This design comes from an exercise in tuning for small area and a short achievable clock period on the open sky130 flow, not from production work.
RTL that was checked went through simulation tests only; none was proved equivalent to the original.
Power and IR drop assume default switching activity.

==> inputs of run G <==
// addr_unit
module addr_unit
#(
    parameter logic [m68k_arch_pkg::ADDR_W-1:0] PC_RESET = '0,   
    parameter logic [m68k_arch_pkg::ADDR_W-1:0] SP_RESET = '0    
) (
    input  logic              CLK,
    input  logic              RESET,
    input  logic [m68k_arch_pkg::ADDR_W-1:0] ar_in_1,
    input  logic [m68k_arch_pkg::ADDR_W-1:0] index_in,
    input  logic [m68k_arch_pkg::ADDR_W-1:0] displacement,
    input  logic [2:0]        ar_sel_rd_1,
    input  logic [2:0]        ar_sel_rd_2,
    input  logic [2:0]        ar_sel_wr,
    input  logic              ar_wr,
    input  logic              ar_inc,
    input  logic              ar_dec,
    input  m68k_arch_pkg::op_size_t          op_size,
    input  logic              sbit,
    input  logic              mbit,
    input  m68k_ea_pkg::ext_word_u         ext_word,
    input  logic              store_brief,
    input  logic              store_d16,
    input  logic              store_abs_lo,
    input  logic              store_abs_hi,
    input  m68k_ea_pkg::adr_mode_t         adr_mode,
    input  m68k_ea_pkg::amode_sel_t        amode_sel,
    input  logic [3:0]        pc_ew_offset,
    input  logic [7:0]        pc_offset,
    input  logic              pc_load,
    input  logic              pc_add_displ,
    input  logic              pc_inc,
    output logic [m68k_arch_pkg::ADDR_W-1:0] ar_out_1,
    output logic [m68k_arch_pkg::ADDR_W-1:0] ar_out_2,
    output logic [m68k_arch_pkg::ADDR_W-1:0] adr_eff,
    output logic [m68k_arch_pkg::ADDR_W-1:0] pc
);
==> flow/config.mk <==
export PLATFORM = sky130hd
export DESIGN_NAME = addr_unit
export DESIGN_NICKNAME = addr_unit
export VERILOG_FILES = /design/flow/design.v
export SDC_FILE = /design/flow/constraint.sdc
export NUM_CORES = 4
export LEC_CHECK = 0
export CAP_MARGIN = 20
export CORE_MARGIN = 2
export CORE_UTILIZATION = 40
export SETUP_SLACK_MARGIN = 2.5
export SLEW_MARGIN = 20
export SYNTH_HIERARCHICAL = 1
export SYNTH_MINIMUM_KEEP_SIZE = 0
==> flow/constraint.sdc <==
create_clock -name core_clock -period 6.5 [get_ports {CLK}]
set_input_delay 1.3000 -clock core_clock [delete_from_list [all_inputs] [get_ports {CLK}]]
set_output_delay 1.3000 -clock core_clock [all_outputs]
set_load 0.01 [all_outputs]
run.sh (not shown) runs the stock make flow with config.mk's settings and CLKGATE_MAP_FILE= SYNTH_SCRIPT=/design/flow/synth_recipe.tcl, a recipe that flattens the netlist after the stock synthesis.
==> run K: changes against run G <==
--- a/flow/design.v
+++ b/flow/design.v
@@ -76,25 +76,10 @@
     output logic [m68k_arch_pkg::ADDR_W-1:0] adr_eff,
     output logic [m68k_arch_pkg::ADDR_W-1:0] pc
 );
     localparam int W  = m68k_arch_pkg::ADDR_W;
     localparam int NR = 10;   
-    function automatic logic [W-1:0] add_pfx(input logic [W-1:0] a, input logic [W-1:0] b);
-        logic [W-1:0] g, p, pg;
-        int j;
-        g = a & b;
-        p = a ^ b;
-        pg = p;
-        for (int l = 0; l < $clog2(W); l++)
-            for (int i = 0; i < W; i++)
-                if (((i >> l) & 1) == 1) begin
-                    j = ((i >> (l + 1)) << (l + 1)) + (1 << l) - 1;
-                    g[i]  = g[i] | (pg[i] & g[j]);
-                    pg[i] = pg[i] & pg[j];
-                end
-        add_pfx = p ^ {g[W-2:0], 1'b0};
-    endfunction
     logic [W-1:0] rf [NR];
     logic [2:0] bank;   
     assign bank = {sbit & mbit, sbit & ~mbit, ~sbit};
     logic [W-1:0] sp_view;
     for (genvar i = 0; i < W; i++) begin : g_spv
@@ -128,11 +113,11 @@
             2'd0:    step_amt = (ar_sel_rd_1 == 3'd7) ? 3'd2 : 3'd1;
             2'd1:    step_amt = 3'd2;
             default: step_amt = 3'd4;
         endcase
     end
-    assign step_val = add_pfx(ar_out_1, ar_inc ? {29'd0, step_amt} : -{29'd0, step_amt});
+    step_add u_step (.a(ar_out_1), .dec(~ar_inc), .amt(step_amt), .y(step_val));
     for (genvar r = 0; r < NR; r++) begin : g_rf
         logic do_s, do_w, do_h;
         logic [W-1:0] rst_val;
         assign rst_val = (r >= 7) ? SP_RESET : '0;
         assign do_s = ~RESET & tgt_s[r];
@@ -176,28 +161,29 @@
     assign m_idx  = (adr_mode == 3'd6);
     assign m_abs  = (adr_mode == 3'd7) & ((amode_sel == 3'd0) | (amode_sel == 3'd1));
     assign m_pcd  = (adr_mode == 3'd7) & (amode_sel == 3'd2);
     logic [W-1:0] k_idx, k_pcd, ea_x, ea_k, ea_sum;
     logic [4:0]   pcd_lo;
-    assign k_idx  = add_pfx(displ_x, idx_sc);
+    add32 u_kidx (.a(displ_x), .b(idx_sc), .s(k_idx));
     assign pcd_lo = {1'b0, displ[3:0]} + {1'b0, pc_ew_offset};
     assign k_pcd  = {pcd_lo[4] ? displ_x[W-1:4] + 1'b1 : displ_x[W-1:4], pcd_lo[3:0]};
     assign ea_x   = m_pcd ? pc : ar_out_1;
     assign ea_k   = ({W{m_disp}} & displ_x) | ({W{m_idx}} & k_idx) | ({W{m_pcd}} & k_pcd);
-    assign ea_sum = add_pfx(ea_x, ea_k);
+    add32 u_ea (.a(ea_x), .b(ea_k), .s(ea_sum));
     always_ff @(posedge CLK)
         adr_eff <= ({W{~RESET & (m_base | m_disp | m_idx | m_pcd)}} & ea_sum) |
                    ({W{~RESET & m_abs}} & abs_adr);
-    logic [W-1:0] pc_opnd;
+    logic [W-1:0] pc_opnd, pc_sum;
     assign pc_opnd = pc_add_displ ? displacement : pc_inc ? W'(pc_offset) : '0;
+    add32 u_pcadd (.a(pc), .b(pc_opnd), .s(pc_sum));
     always_ff @(posedge CLK) begin
         if (RESET)
             pc <= PC_RESET;
         else if (pc_load)
             pc <= ar_in_1;
         else
-            pc <= add_pfx(pc, pc_opnd);
+            pc <= pc_sum;
     end
 endmodule
 module aoi222 (input logic [2:0] s, input logic [2:0] d, output logic y);
     assign y = ~|(s & d);
 endmodule
@@ -224,5 +210,46 @@
     aoi222 u0 (.s(s[2:0]), .d(d[2:0]), .y(n[0]));
     aoi222 u1 (.s(s[5:3]), .d(d[5:3]), .y(n[1]));
     aoi222 u2 (.s(s[8:6]), .d(d[8:6]), .y(n[2]));
     nand3c u3 (.a(n), .y(y));
 endmodule
+module add32 (input logic [31:0] a, input logic [31:0] b, output logic [31:0] s);
+    logic [31:0] p, g, c;
+    pg32  u_pg  (.a(a), .b(b), .p(p), .g(g));
+    pfx32 u_pfx (.p(p), .g(g), .c(c));
+    xor32 u_sum (.a(p), .b(c), .y(s));
+endmodule
+module pg32 (input logic [31:0] a, input logic [31:0] b, output logic [31:0] p, output logic [31:0] g);
+    assign p = a ^ b;
+    assign g = a & b;
+endmodule
+module xor32 (input logic [31:0] a, input logic [31:0] b, output logic [31:0] y);
+    assign y = a ^ b;
+endmodule
+module pfx32 (input logic [31:0] p, input logic [31:0] g, output logic [31:0] c);
+    always_comb begin
+        logic [31:0] gg, pp;
+        int j;
+        gg = g;
+        pp = p;
+        for (int l = 0; l < 5; l++)
+            for (int i = 0; i < 32; i++)
+                if (((i >> l) & 1) == 1) begin
+                    j = ((i >> (l + 1)) << (l + 1)) + (1 << l) - 1;
+                    gg[i] = gg[i] | (pp[i] & gg[j]);
+                    pp[i] = pp[i] & pp[j];
+                end
+        c = {gg[30:0], 1'b0};
+    end
+endmodule
+module step_add (input logic [31:0] a, input logic dec, input logic [2:0] amt, output logic [31:0] y);
+    always_comb begin
+        logic [3:0]  lo;
+        logic [31:0] t;
+        lo = dec ? {1'b0, a[2:0]} - {1'b0, amt} : {1'b0, a[2:0]} + {1'b0, amt};
+        t = '0;
+        t[3] = lo[3];
+        for (int k = 4; k < 32; k++)
+            t[k] = t[k-1] & (a[k-1] ^ dec);
+        y = {a[31:3] ^ t[31:3], lo[2:0]};
+    end
+endmodule
==> flow/flow/run.sh (new file) <==
#!/bin/bash
# Standard layout, except that the port buffers are plain buf_1 cells
# (resized later as timing needs) rather than delay buffers.
set -euo pipefail
export BUFFER_PORTS_ARGS="-buffer_cell sky130_fd_sc_hd__buf_1"
bash standard.sh > standard.log 2>&1
==> flow/standard.sh (new file) <==
#!/bin/bash
# synth_recipe.tcl (not shown) runs the flow's synth.tcl, then flattens the netlist and writes it again
# the make line also repeats each setting of config.mk as NAME=value (left out here)
make -C /OpenROAD-flow-scripts/flow DESIGN_CONFIG=/design/flow/config.mk WORK_HOME=/design/flow/orfs CLKGATE_MAP_FILE= SYNTH_SCRIPT=/design/flow/synth_recipe.tcl "${@:-finish}"
removed: flow/run.sh
==> run B: changes against run G <==
==> flow/design.v (replaced) <==
package m68k_arch_pkg;
    localparam int ADDR_W    = 32;   
    localparam int NUM_AREGS = 7;    
    typedef enum logic [1:0] {
        BYTE = 2'd0,
        WORD = 2'd1,
        LONG = 2'd2
    } op_size_t;
    typedef enum logic [1:0] {
        USP = 2'd0,   
        ISP = 2'd1,   
        MSP = 2'd2    
    } sp_bank_t;
endpackage
package m68k_ea_pkg;
    typedef enum logic [2:0] {
        ADR_AN_IND  = 3'd2,   
        ADR_AN_POST = 3'd3,   
        ADR_AN_PRE  = 3'd4,   
        ADR_AN_DISP = 3'd5,   
        ADR_AN_IDX  = 3'd6,   
        ADR_SPECIAL = 3'd7    
    } adr_mode_t;
    typedef enum logic [2:0] {
        ABS_W   = 3'd0,   
        ABS_L   = 3'd1,   
        PC_DISP = 3'd2    
    } amode_sel_t;
    typedef struct packed {
        logic       da;       
        logic [2:0] reg_no;   
        logic       wl;       
        logic [1:0] scale;    
        logic       fmt;      
        logic [7:0] disp8;    
    } brief_ext_t;
    typedef union packed {
        brief_ext_t         brief;
        logic signed [15:0] d16;
    } ext_word_u;
endpackage
`timescale 1ns/1ps
module addr_unit
#(
    parameter logic [m68k_arch_pkg::ADDR_W-1:0] PC_RESET = '0,   
    parameter logic [m68k_arch_pkg::ADDR_W-1:0] SP_RESET = '0    
) (
    input  logic              CLK,
    input  logic              RESET,
    input  logic [m68k_arch_pkg::ADDR_W-1:0] ar_in_1,
    input  logic [m68k_arch_pkg::ADDR_W-1:0] index_in,
    input  logic [m68k_arch_pkg::ADDR_W-1:0] displacement,
    input  logic [2:0]        ar_sel_rd_1,
    input  logic [2:0]        ar_sel_rd_2,
    input  logic [2:0]        ar_sel_wr,
    input  logic              ar_wr,
    input  logic              ar_inc,
    input  logic              ar_dec,
    input  m68k_arch_pkg::op_size_t          op_size,
    input  logic              sbit,
    input  logic              mbit,
    input  m68k_ea_pkg::ext_word_u         ext_word,
    input  logic              store_brief,
    input  logic              store_d16,
    input  logic              store_abs_lo,
    input  logic              store_abs_hi,
    input  m68k_ea_pkg::adr_mode_t         adr_mode,
    input  m68k_ea_pkg::amode_sel_t        amode_sel,
    input  logic [3:0]        pc_ew_offset,
    input  logic [7:0]        pc_offset,
    input  logic              pc_load,
    input  logic              pc_add_displ,
    input  logic              pc_inc,
    output logic [m68k_arch_pkg::ADDR_W-1:0] ar_out_1,
    output logic [m68k_arch_pkg::ADDR_W-1:0] ar_out_2,
    output logic [m68k_arch_pkg::ADDR_W-1:0] adr_eff,
    output logic [m68k_arch_pkg::ADDR_W-1:0] pc
);
    localparam int W  = m68k_arch_pkg::ADDR_W;
    localparam int NR = 10;   
    logic [W-1:0] rf [NR];
    logic [2:0] bank;   
    assign bank = {sbit & mbit, sbit & ~mbit, ~sbit};
    function automatic logic [NR-1:0] reg_onehot(input logic [2:0] n, input logic [2:0] b);
        for (int i = 0; i < 7; i++)
            reg_onehot[i] = (n == 3'(i));
        for (int i = 0; i < 3; i++)
            reg_onehot[7+i] = (n == 3'd7) & b[i];
    endfunction
    logic [NR-1:0] sel_1, sel_2, sel_x, sel_w, sel_s;
    assign sel_1 = reg_onehot(ar_sel_rd_1, bank);
    assign sel_2 = reg_onehot(ar_sel_rd_2, bank);
    assign sel_x = reg_onehot(ext_word.brief.reg_no, bank);
    assign sel_w = reg_onehot(ar_sel_wr, bank) & {NR{ar_wr}};
    assign sel_s = sel_1 & {NR{ar_inc | ar_dec}};
    logic [W-1:0] index_an;
    always_comb begin
        ar_out_1 = '0;
        ar_out_2 = '0;
        index_an = '0;
        for (int r = 0; r < NR; r++) begin
            ar_out_1 = ar_out_1 | ({W{sel_1[r]}} & rf[r]);
            ar_out_2 = ar_out_2 | ({W{sel_2[r]}} & rf[r]);
            index_an = index_an | ({W{sel_x[r]}} & rf[r]);
        end
    end
    logic [2:0]   step_amt;
    logic [W-1:0] step_val;
    always_comb begin
        case (op_size)
            2'd0:    step_amt = (ar_sel_rd_1 == 3'd7) ? 3'd2 : 3'd1;
            2'd1:    step_amt = 3'd2;
            default: step_amt = 3'd4;
        endcase
    end
    assign step_val = ar_out_1 + (ar_inc ? {29'd0, step_amt} : -{29'd0, step_amt});
    for (genvar r = 0; r < NR; r++) begin : g_rf
        logic do_s, do_w, do_h;
        logic [W-1:0] rst_val;
        assign rst_val = (r >= 7) ? SP_RESET : '0;
        assign do_s = ~RESET & sel_s[r];
        assign do_w = ~RESET & ~sel_s[r] & sel_w[r];
        assign do_h = ~RESET & ~sel_s[r] & ~sel_w[r];
        always_ff @(posedge CLK)
            rf[r] <= ({W{do_s}} & step_val) | ({W{do_w}} & ar_in_1) |
                     ({W{do_h}} & rf[r]) | ({W{RESET}} & rst_val);
    end
    logic [15:0]  displ;      
    logic [W-1:0] idx_sc;     
    logic [W-1:0] abs_adr;
    logic [W-1:0] displ_x;
    assign displ_x = {{(W-16){displ[15]}}, displ};
    logic [W-1:0] idx_src, idx_ext;
    assign idx_src = ext_word.brief.da ? index_an : index_in;
    assign idx_ext = ext_word.brief.wl ? idx_src : {{(W-16){idx_src[15]}}, idx_src[15:0]};
    always_ff @(posedge CLK) begin
        if (RESET) begin
            displ   <= '0;
            idx_sc  <= '0;
            abs_adr <= '0;
        end else begin
            if (store_brief) begin
                displ  <= {{8{ext_word.brief.disp8[7]}}, ext_word.brief.disp8};
                idx_sc <= idx_ext << ext_word.brief.scale;
            end else if (store_d16) begin
                displ  <= ext_word.d16;
            end
            if (store_abs_lo) begin
                if (amode_sel == m68k_ea_pkg::ABS_W)
                    abs_adr[W-1:16] <= {(W-16){ext_word.d16[15]}};
                abs_adr[15:0] <= ext_word.d16;
            end else if (store_abs_hi) begin
                abs_adr[W-1:16] <= ext_word.d16;
            end
        end
    end
    logic m_base, m_disp, m_idx, m_abs, m_pcd;
    assign m_base = (adr_mode == 3'd2) | (adr_mode == 3'd3) | (adr_mode == 3'd4);
    assign m_disp = (adr_mode == 3'd5);
    assign m_idx  = (adr_mode == 3'd6);
    assign m_abs  = (adr_mode == 3'd7) & ((amode_sel == 3'd0) | (amode_sel == 3'd1));
    assign m_pcd  = (adr_mode == 3'd7) & (amode_sel == 3'd2);
    logic [W-1:0] ea_x, ea_y, ea_z, ea_sum;
    assign ea_x   = m_pcd ? pc : ar_out_1;
    assign ea_y   = {W{m_disp | m_idx | m_pcd}} & displ_x;
    assign ea_z   = ({W{m_idx}} & idx_sc) | ({W{m_pcd}} & W'(pc_ew_offset));
    assign ea_sum = ea_x + ea_y + ea_z;
    always_ff @(posedge CLK)
        adr_eff <= ({W{~RESET & (m_base | m_disp | m_idx | m_pcd)}} & ea_sum) |
                   ({W{~RESET & m_abs}} & abs_adr);
    logic [W-1:0] pc_opnd;
    assign pc_opnd = pc_add_displ ? displacement : pc_inc ? W'(pc_offset) : '0;
    always_ff @(posedge CLK) begin
        if (RESET)
            pc <= PC_RESET;
        else if (pc_load)
            pc <= ar_in_1;
        else
            pc <= pc + pc_opnd;
    end
endmodule
SETUP_SLACK_MARGIN = unset   (was 2.5)
SYNTH_HIERARCHICAL = unset   (was 1)
SYNTH_MINIMUM_KEEP_SIZE = unset   (was 0)
==> qor summary <==
|  | run B | run K | run G |
|---|---|---|---|
| Result of the run | no timing/DRC/antenna violations | no timing/DRC/antenna violations | no timing/DRC/antenna violations |
| Clock power share | 0.382 | 0.402 | 0.372 |
| Startpoint of the lowest-slack register-to-register path | rf[2][1]$_DFF_P_ | idx_sc[1]$_SDFFE_PP0P_ | idx_sc[0]$_SDFFE_PP0P_ |
| Leakage | 0.0148 µW | 0.0178 µW | 0.0161 µW |
| Wire length per cell | 31.8 µm | 30.2 µm | 31.3 µm |
| Post-CTS setup buffers | 0 | 203 | 158 |
| Part of the power in registers | 0.362 | 0.383 | 0.369 |
| M1 GR Usage | 0.475 | 0.459 | 0.475 |
| Number of distinct library cells after synthesis | 86 | 85 | 80 |
| Multi-input logic portion of the cell area | 0.528 | 0.525 | 0.507 |
| Metal1 wirelength | 58.9 mm | 52.3 mm | 53.0 mm |
| RSZ-0062 raised after global routing | no | yes | yes |
| Cell mode on critical path | - | sky130_fd_sc_hd__nand2_1 | sky130_fd_sc_hd__buf_4 |
| Final weighted congestion in routability-driven placement | 1.00 | 0.954 | 0.975 |
| First-pass GRT wire length | 219 mm | 200 mm | 199 mm |
| Tap cells | 969 | 940 | 882 |
| Share of the synthesized area in the top cell type | 0.307 | 0.326 | 0.336 |
For run G and run B, only the layout was checked, not whether the RTL still works.

## re-timing with driven ports
The flow's constraints put no driver on any port. The routed layouts listed below were extracted and timed again, unchanged, in two steps. Step 1 sets driving cells, clkbuf_16 on the clock port and buf_2 on the other inputs (assumed; they add their load-dependent delay and slew). Step 2 also shifts input and output timing later by t, the mid clock arrival at the registers, as if the neighbouring blocks saw the same clock. Slacks: no drivers / after step 1 / after step 2; pairs: no drivers / after step 1.
| run | shift t [ns] | slack for setup (ns) | worst hold slack (ns) | worst setup path after step 2 | latest minus earliest clock arrival (ns) |
|---|---|---|---|---|---|
| run G | 0.713 | 1.691 / 1.652 / 0.939 | 0.448 / 0.448 / 0.448 | input to register | 0.038 / 0.038 |
| run K | 0.694 | 1.813 / 1.824 / 1.131 | 0.477 / 0.477 / 0.477 | input to register | 0.048 / 0.047 |
| run B | 0.703 | 0.591 / 0.628 / -0.074 | 0.460 / 0.460 / 0.460 | input to register | 0.042 / 0.041 |
Met with ideal ports but missed after step 2: setup timing in run B. The setup slack of run G, which loses most, moves by -0.039 ns with the drivers and by -0.752 ns with both steps.
